Source: an optimization exercise on an open RTL-to-GDS flow (aim: small area, a short achievable clock period and few clock cycles per item). Production flows keep margins and buffers that such runs may drop.
Only simulation tests tie the RTL to the original design; equivalence was not proved.
Power is estimated from default activity; no workload was simulated.

## atomik_delta_accumulator_mc
module atomik_delta_accumulator_mc #(
   parameter int DATA_WIDTH    = 64,
   parameter int NUM_CHANNELS  = 4,
   parameter int HISTORY_DEPTH = 8
) (
   input  logic                    clk,
   input  logic                    rst,
   input  logic                    cmd_valid,
   output logic                    cmd_ready,
   input  logic [1:0]              cmd_op,
   input  logic [((NUM_CHANNELS > 1) ? $clog2(NUM_CHANNELS) : 1)-1:0] cmd_ch,
   input  logic [DATA_WIDTH-1:0]   cmd_data,
   output logic                    rsp_valid,
   output logic [((NUM_CHANNELS > 1) ? $clog2(NUM_CHANNELS) : 1)-1:0] rsp_ch,
   output logic [DATA_WIDTH-1:0]   rsp_data,
   output logic                    rsp_zero,
   output logic                    rsp_err,
   output logic [NUM_CHANNELS-1:0] acc_zero
);
Size: about 6200 cells after synthesis, roughly 2900 flip-flops, ~150 I/O pins.
clock: 5.0 ns
lec_check: 0
cap_margin: 20
core_margin: 2
core_utilization: 50
cts_cluster_diameter: 100
cts_cluster_size: 28
setup_slack_margin: 2.6
slew_margin: 20
run.sh (not shown) runs the stock make flow with config.mk's settings and CLKGATE_MAP_FILE= SYNTH_SCRIPT=/design/flow/synth_recipe.tcl, a recipe that flattens the netlist after the stock synthesis.
Testbench counts at the start, summed over its fixed seeds: cycles 4,824, commands 4,800.
Then changed:
--- a/flow/design.v
+++ b/flow/design.v
@@ -136,48 +136,51 @@
       r2_v   <= w_v;
       r2_hit <= w_hit;
       r2_ch  <= cmd_ch;
       r2_err <= w_rb & |(w_hit & w_err);
    end
    logic [DW-1:0]   w_sel_init;
    logic [DW-1:0]   w_sel_acc;
+   logic [DW/4-1:0] w_sel_nz;         
    always_comb begin
       w_sel_init = '0;
       w_sel_acc  = '0;
+      w_sel_nz   = '0;
       for (int c = 0; c < NC; c++) begin
          w_sel_init = w_sel_init | (w_init[c] & {DW{r2_hit[c] & ~w_zinit[c]}});
          w_sel_acc  = w_sel_acc  | (w_acc[c] & {DW{r2_hit[c]}});
+         for (int i = 0; i < DW/4; i++) w_sel_nz[i] = w_sel_nz[i] | (r2_hit[c] & |w_acc[c][4*i +: 4]);
       end
    end
    logic            r3_v;
    logic [NC-1:0]   r3_hit;
    logic [CH_W-1:0] r3_ch;
    logic            r3_err;
-   logic [DW-1:0]   r3_init;
-   logic [DW-1:0]   r3_acc;
+   logic [DW-1:0]   r3_data;
+   logic [DW/4-1:0] r3_nz;
    always_ff @(posedge clk) begin
       r3_v    <= r2_v & ~rst;
       r3_hit  <= r2_hit;
       r3_ch   <= r2_ch;
       r3_err  <= r2_err;
-      r3_init <= w_sel_init;
-      r3_acc  <= w_sel_acc;
+      r3_data <= w_sel_init ^ w_sel_acc;
+      r3_nz   <= w_sel_nz;
    end
    logic            r_rsp_valid;
    logic [CH_W-1:0] r_rsp_ch;
    logic [DW-1:0]   r_rsp_data;
    logic            r_rsp_zero;
    logic            r_rsp_err;
    logic [NC-1:0]   r_acc_zero;
    logic            w_r3_zero;
-   assign w_r3_zero = (r3_acc == '0);
+   assign w_r3_zero = ~|r3_nz;
    always_ff @(posedge clk) begin
       r_rsp_valid <= r3_v & ~rst;
       r_rsp_ch    <= r3_ch;
-      r_rsp_data  <= r3_init ^ r3_acc;
+      r_rsp_data  <= r3_data;
       r_rsp_zero  <= w_r3_zero;
       r_rsp_err   <= r3_err;
       for (int c = 0; c < NC; c++) begin
          if (rst)                    r_acc_zero[c] <= 1'b1;
          else if (r3_v && r3_hit[c]) r_acc_zero[c] <= w_r3_zero;
       end
    end
Outcome: The new run completed with no timing, DRC or antenna violations; power goes down by 2.3%; die area is lower by 1.1%; clock power is about the same; global-route usage went up by 4.6 points; flip-flop and latch count is lower by 48; non-clock buffer count rose by 413; hold slack stays flat; via count increases by 5.7%; critical path depth is higher by 7; synthesized area fell by 1.1%.
Testbench counts after the change, summed over its fixed seeds: cycles 4,824, commands 4,800.

* * *

## lagoon
The RTL this note starts from:
==> flow/design.v <==
module atomik_delta_accumulator_mc #(
   parameter int DATA_WIDTH    = 64,
   parameter int NUM_CHANNELS  = 4,
   parameter int HISTORY_DEPTH = 8
) (
   input  logic                    clk,
   input  logic                    rst,
   input  logic                    cmd_valid,
   output logic                    cmd_ready,
   input  logic [1:0]              cmd_op,
   input  logic [((NUM_CHANNELS > 1) ? $clog2(NUM_CHANNELS) : 1)-1:0] cmd_ch,
   input  logic [DATA_WIDTH-1:0]   cmd_data,
   output logic                    rsp_valid,
   output logic [((NUM_CHANNELS > 1) ? $clog2(NUM_CHANNELS) : 1)-1:0] rsp_ch,
   output logic [DATA_WIDTH-1:0]   rsp_data,
   output logic                    rsp_zero,
   output logic                    rsp_err,
   output logic [NUM_CHANNELS-1:0] acc_zero
);
   localparam int DW   = DATA_WIDTH;
   localparam int NC   = NUM_CHANNELS;
   localparam int HD   = HISTORY_DEPTH;
   localparam int NS   = HD + 1;                     
   localparam int CH_W = (NC > 1) ? $clog2(NC) : 1;
   localparam logic [1:0] OP_LOAD     = 2'd0;
   localparam logic [1:0] OP_ACCUM    = 2'd1;
   localparam logic [1:0] OP_READ     = 2'd2;
   localparam logic [1:0] OP_ROLLBACK = 2'd3;
   assign cmd_ready = ~rst;
   logic [NC-1:0]   w_hit;
   logic            w_v;
   logic            w_load, w_accum, w_rb;
   logic [DW-1:0]   w_d;
   assign w_v     = cmd_valid & ~rst;
   assign w_load  = (cmd_op == OP_LOAD);
   assign w_accum = (cmd_op == OP_ACCUM);
   assign w_rb    = (cmd_op == OP_ROLLBACK);
   assign w_d     = cmd_data;
   always_comb begin
      for (int c = 0; c < NC; c++) w_hit[c] = cmd_valid & (int'(cmd_ch) == c);
   end
   logic [15:0] w_n_th;
   logic [15:0] w_n_oh;
   always_comb begin
      for (int m = 0; m < 16; m++) begin
         w_n_th[m] = (int'(w_d[3:0]) >= m);
         w_n_oh[m] = (int'(w_d[3:0]) == m);
      end
   end
   logic [DW-1:0] w_init [NC];
   logic [NC-1:0] w_zinit;
   logic [DW-1:0] w_acc  [NC];
   logic [NC-1:0] w_err;
   generate
      for (genvar c = 0; c < NC; c++) begin : g_ch
         logic [DW-1:0] r_init;
         logic          r_zinit;               
         logic [DW-1:0] r_slot [NS];
         logic [NS-1:0] r_ptr;                 
         logic [HD:1]   r_cnt;                 
         logic          r_bz;                  
         logic [NS-1:0] r_bptr;                
         logic          w_lt;                  
         logic [NS-1:0] w_ptr_n;               
         logic          w_pz;                  
         logic [DW-1:0] w_rd;
         logic [DW-1:0] w_wd;
         logic [NS-1:0] w_ptr_inc;
         logic          w_acc_hit, w_load_hit, w_rb_hit;
         logic [NS-1:0] w_ptr_rb;
         logic [HD:1]   w_cnt_rb;
         assign w_pz = ~|r_ptr;
         always_comb begin
            w_rd = '0;
            for (int j = 0; j < NS; j++) w_rd = w_rd | (r_slot[j] & {DW{r_ptr[j]}});
         end
         assign w_acc_hit  = w_hit[c] & w_accum;
         assign w_load_hit = w_hit[c] & w_load;
         assign w_rb_hit   = w_hit[c] & w_rb;
         assign w_wd      = w_rd ^ w_d;
         assign w_ptr_inc = {r_ptr[NS-2:0], r_ptr[NS-1] | w_pz};
         always_ff @(posedge clk) begin
            for (int j = 0; j < NS; j++) begin
               if (w_acc_hit && w_ptr_inc[j]) r_slot[j] <= w_wd;
            end
         end
         always_comb begin
            w_lt = 1'b0;
            for (int m = 0; m < HD; m++) w_lt = w_lt | (w_n_oh[m] & r_cnt[m+1]);
            for (int j = 0; j < NS; j++) begin
               w_ptr_n[j] = 1'b0;
               for (int m = 0; m < HD; m++) w_ptr_n[j] = w_ptr_n[j] | (r_ptr[(j + m) % NS] & w_n_oh[m]);
            end
            w_ptr_rb = w_lt ? w_ptr_n : (r_bz ? '0 : r_bptr);
            for (int m = 1; m <= HD; m++) begin
               w_cnt_rb[m] = 1'b0;
               for (int j = 0; j + m <= HD; j++) w_cnt_rb[m] = w_cnt_rb[m] | (w_n_oh[j] & r_cnt[m + j]);
            end
         end
         assign w_err[c]  = w_n_th[HD+1] | |(w_n_th[HD:1] & ~r_cnt);
         always_ff @(posedge clk) begin
            if (w_load_hit) r_init <= w_d;
         end
         always_ff @(posedge clk) begin
            if (rst) begin
               r_zinit <= 1'b1;
               r_ptr   <= '0;
               r_cnt   <= '0;
               r_bz    <= 1'b1;
            end else if (w_load_hit) begin
               r_zinit <= 1'b0;
               r_ptr   <= '0;
               r_cnt   <= '0;
               r_bz    <= 1'b1;
            end else if (w_acc_hit) begin
               r_ptr <= w_ptr_inc;
               r_cnt <= {r_cnt[HD-1:1], 1'b1};
               if (r_cnt[HD]) begin
                  r_bz   <= 1'b0;
                  r_bptr <= {w_ptr_inc[NS-2:0], w_ptr_inc[NS-1]};
               end
            end else if (w_rb_hit) begin
               r_ptr <= w_ptr_rb;
               r_cnt <= w_cnt_rb;
            end
         end
         assign w_init[c]  = r_init;
         assign w_zinit[c] = r_zinit;
         assign w_acc[c]   = w_rd;
      end
   endgenerate
   logic            r2_v;
   logic [NC-1:0]   r2_hit;
   logic [CH_W-1:0] r2_ch;
   logic            r2_err;
   always_ff @(posedge clk) begin
      r2_v   <= w_v;
      r2_hit <= w_hit;
      r2_ch  <= cmd_ch;
      r2_err <= w_rb & |(w_hit & w_err);
   end
   logic [DW-1:0]   w_sel_init;
   logic [DW-1:0]   w_sel_acc;
   always_comb begin
      w_sel_init = '0;
      w_sel_acc  = '0;
      for (int c = 0; c < NC; c++) begin
         w_sel_init = w_sel_init | (w_init[c] & {DW{r2_hit[c] & ~w_zinit[c]}});
         w_sel_acc  = w_sel_acc  | (w_acc[c] & {DW{r2_hit[c]}});
      end
   end
   logic            r3_v;
   logic [NC-1:0]   r3_hit;
   logic [CH_W-1:0] r3_ch;
   logic            r3_err;
   logic [DW-1:0]   r3_init;
   logic [DW-1:0]   r3_acc;
   always_ff @(posedge clk) begin
      r3_v    <= r2_v & ~rst;
      r3_hit  <= r2_hit;
      r3_ch   <= r2_ch;
      r3_err  <= r2_err;
      r3_init <= w_sel_init;
      r3_acc  <= w_sel_acc;
   end
   logic            r_rsp_valid;
   logic [CH_W-1:0] r_rsp_ch;
   logic [DW-1:0]   r_rsp_data;
   logic            r_rsp_zero;
   logic            r_rsp_err;
   logic [NC-1:0]   r_acc_zero;
   logic            w_r3_zero;
   assign w_r3_zero = (r3_acc == '0);
   always_ff @(posedge clk) begin
      r_rsp_valid <= r3_v & ~rst;
      r_rsp_ch    <= r3_ch;
      r_rsp_data  <= r3_init ^ r3_acc;
      r_rsp_zero  <= w_r3_zero;
      r_rsp_err   <= r3_err;
      for (int c = 0; c < NC; c++) begin
         if (rst)                    r_acc_zero[c] <= 1'b1;
         else if (r3_v && r3_hit[c]) r_acc_zero[c] <= w_r3_zero;
      end
   end
   assign rsp_valid = r_rsp_valid;
   assign rsp_ch    = r_rsp_ch;
   assign rsp_data  = r_rsp_data;
   assign rsp_zero  = r_rsp_zero;
   assign rsp_err   = r_rsp_err;
   assign acc_zero  = r_acc_zero;
endmodule
export LEC_CHECK = 0
export CAP_MARGIN = 20
export CORE_MARGIN = 2
export CORE_UTILIZATION = 50
export CTS_CLUSTER_DIAMETER = 100
export CTS_CLUSTER_SIZE = 28
export SETUP_SLACK_MARGIN = 2.6
export SLEW_MARGIN = 20
create_clock -name core_clock -period 5.0 [get_ports {clk}]
standard.sh (not shown) runs the stock make flow with config.mk's settings and CLKGATE_MAP_FILE= SYNTH_SCRIPT=/design/flow/synth_recipe.tcl, a recipe that flattens the netlist after the stock synthesis.
==> flow/flow/run.sh <==
#!/bin/bash
# Layout flow: the standard flow (standard.sh, unchanged), with the port buffers that
# global placement inserts on every input and output made sky130_fd_sc_hd__buf_4 instead of
# the buffer_ports default choice (a clkdlybuf4s delay cell). ORFS's full output goes to
# standard.log in this folder.
set -euo pipefail
bash standard.sh "BUFFER_PORTS_ARGS=-buffer_cell sky130_fd_sc_hd__buf_4" finish > standard.log 2>&1
Testbench counts of lagoon, summed over its fixed seeds: cycles 4,824, commands 4,800.
Changes in ember relative to lagoon:
--- a/flow/design.v
+++ b/flow/design.v
@@ -35,11 +35,11 @@
    assign w_load  = (cmd_op == OP_LOAD);
    assign w_accum = (cmd_op == OP_ACCUM);
    assign w_rb    = (cmd_op == OP_ROLLBACK);
    assign w_d     = cmd_data;
    always_comb begin
-      for (int c = 0; c < NC; c++) w_hit[c] = cmd_valid & (int'(cmd_ch) == c);
+      for (int c = 0; c < NC; c++) w_hit[c] = w_v & (int'(cmd_ch) == c);
    end
    logic [15:0] w_n_th;
    logic [15:0] w_n_oh;
    always_comb begin
       for (int m = 0; m < 16; m++) begin
@@ -57,18 +57,18 @@
          logic          r_zinit;               
          logic [DW-1:0] r_slot [NS];
          logic [NS-1:0] r_ptr;                 
          logic [HD:1]   r_cnt;                 
          logic          r_bz;                  
-         logic [NS-1:0] r_bptr;                
-         logic          w_lt;                  
-         logic [NS-1:0] w_ptr_n;               
          logic          w_pz;                  
          logic [DW-1:0] w_rd;
          logic [DW-1:0] w_wd;
          logic [NS-1:0] w_ptr_inc;
          logic          w_acc_hit, w_load_hit, w_rb_hit;
+         logic [HD:1]   w_k_th;
+         logic [HD:0]   w_k_oh;
+         logic          w_to_base;
          logic [NS-1:0] w_ptr_rb;
          logic [HD:1]   w_cnt_rb;
          assign w_pz = ~|r_ptr;
          always_comb begin
             w_rd = '0;
@@ -83,22 +83,24 @@
             for (int j = 0; j < NS; j++) begin
                if (w_acc_hit && w_ptr_inc[j]) r_slot[j] <= w_wd;
             end
          end
          always_comb begin
-            w_lt = 1'b0;
-            for (int m = 0; m < HD; m++) w_lt = w_lt | (w_n_oh[m] & r_cnt[m+1]);
+            for (int m = 1; m <= HD; m++) w_k_th[m] = w_n_th[m] & r_cnt[m];
+            w_k_oh[0] = ~w_k_th[1];
+            for (int m = 1; m < HD; m++) w_k_oh[m] = w_k_th[m] & ~w_k_th[m+1];
+            w_k_oh[HD] = w_k_th[HD];
             for (int j = 0; j < NS; j++) begin
-               w_ptr_n[j] = 1'b0;
-               for (int m = 0; m < HD; m++) w_ptr_n[j] = w_ptr_n[j] | (r_ptr[(j + m) % NS] & w_n_oh[m]);
+               w_ptr_rb[j] = 1'b0;
+               for (int m = 0; m <= HD; m++) w_ptr_rb[j] = w_ptr_rb[j] | (r_ptr[(j + m) % NS] & w_k_oh[m]);
             end
-            w_ptr_rb = w_lt ? w_ptr_n : (r_bz ? '0 : r_bptr);
             for (int m = 1; m <= HD; m++) begin
                w_cnt_rb[m] = 1'b0;
                for (int j = 0; j + m <= HD; j++) w_cnt_rb[m] = w_cnt_rb[m] | (w_n_oh[j] & r_cnt[m + j]);
             end
          end
+         assign w_to_base = r_bz & ~w_cnt_rb[1];
          assign w_err[c]  = w_n_th[HD+1] | |(w_n_th[HD:1] & ~r_cnt);
          always_ff @(posedge clk) begin
             if (w_load_hit) r_init <= w_d;
          end
          always_ff @(posedge clk) begin
@@ -113,16 +115,13 @@
                r_cnt   <= '0;
                r_bz    <= 1'b1;
             end else if (w_acc_hit) begin
                r_ptr <= w_ptr_inc;
                r_cnt <= {r_cnt[HD-1:1], 1'b1};
-               if (r_cnt[HD]) begin
-                  r_bz   <= 1'b0;
-                  r_bptr <= {w_ptr_inc[NS-2:0], w_ptr_inc[NS-1]};
-               end
+               if (r_cnt[HD]) r_bz <= 1'b0;
             end else if (w_rb_hit) begin
-               r_ptr <= w_ptr_rb;
+               r_ptr <= w_to_base ? '0 : w_ptr_rb;
                r_cnt <= w_cnt_rb;
             end
          end
          assign w_init[c]  = r_init;
          assign w_zinit[c] = r_zinit;
## What came out
- Looking only at global-route usage, and setting everything else aside, the lower value of ember and lagoon goes to lagoon.
- lagoon -> ember: clock latency at the later pin of the worst-skew pair flat
- In the flow results for ember and lagoon, the largest net degree at the start of global routing is smaller on lagoon.
- Side by side, count of different cell masters after synthesis turned out higher in ember than in lagoon.
- Going from lagoon to ember, the proportion of layout cells with a drive suffix above 1 was found to have gone down by 0.16 points.
- Between ember and lagoon, the die area figures differ only marginally.
- Summary of ember over lagoon: final cell count without fillers now larger, final area +about 0.5%, number of maximum-capacitance constraint violations was more or less identical, worst-margin pin slew picked up an extra 0.023 ns.
- Detailed-routing wirelength on met1 (ember over lagoon): increase, about 5%
Testbench counts of ember, summed over its fixed seeds: cycles 4,824, commands 4,800.

separate check: timing with driven ports:
In the flow no input, the clock included, has a driving cell. The finished layouts below were timed again as built, in two steps.
Step 1: set_driving_cell puts a clkbuf_16 on clk and a buf_2 on each other input, an assumption about the parent block.
Step 2 also shifts input and output timing later by t, the mid clock arrival at the registers, as if the neighbouring blocks saw the same clock.
a / b / c = ideal / step 1 / step 2; a / b = the first two.
run	t (ns)	setup slack, ns	hold WS [ns]	worst slew at a driven data input, ns	cell pins on the clock port's net
the first run of note 1	0.901	2.479 / 2.538 / 1.642	0.325 / 0.325 / 0.325	0.17	1
the second run of note 1	0.912	2.407 / 2.407 / 1.578	0.322 / 0.300 / 0.329	0.24	1
lagoon	0.905	2.525 / 2.525 / 1.708	0.345 / 0.345 / 0.345	0.21	1
ember	0.907	2.558 / 2.533 / 1.625	0.339 / 0.339 / 0.339	0.19	1
After both steps every run listed still meets setup and hold. The setup slack of ember, which loses most, moves by -0.025 ns with the drivers and by -0.933 ns with both steps.
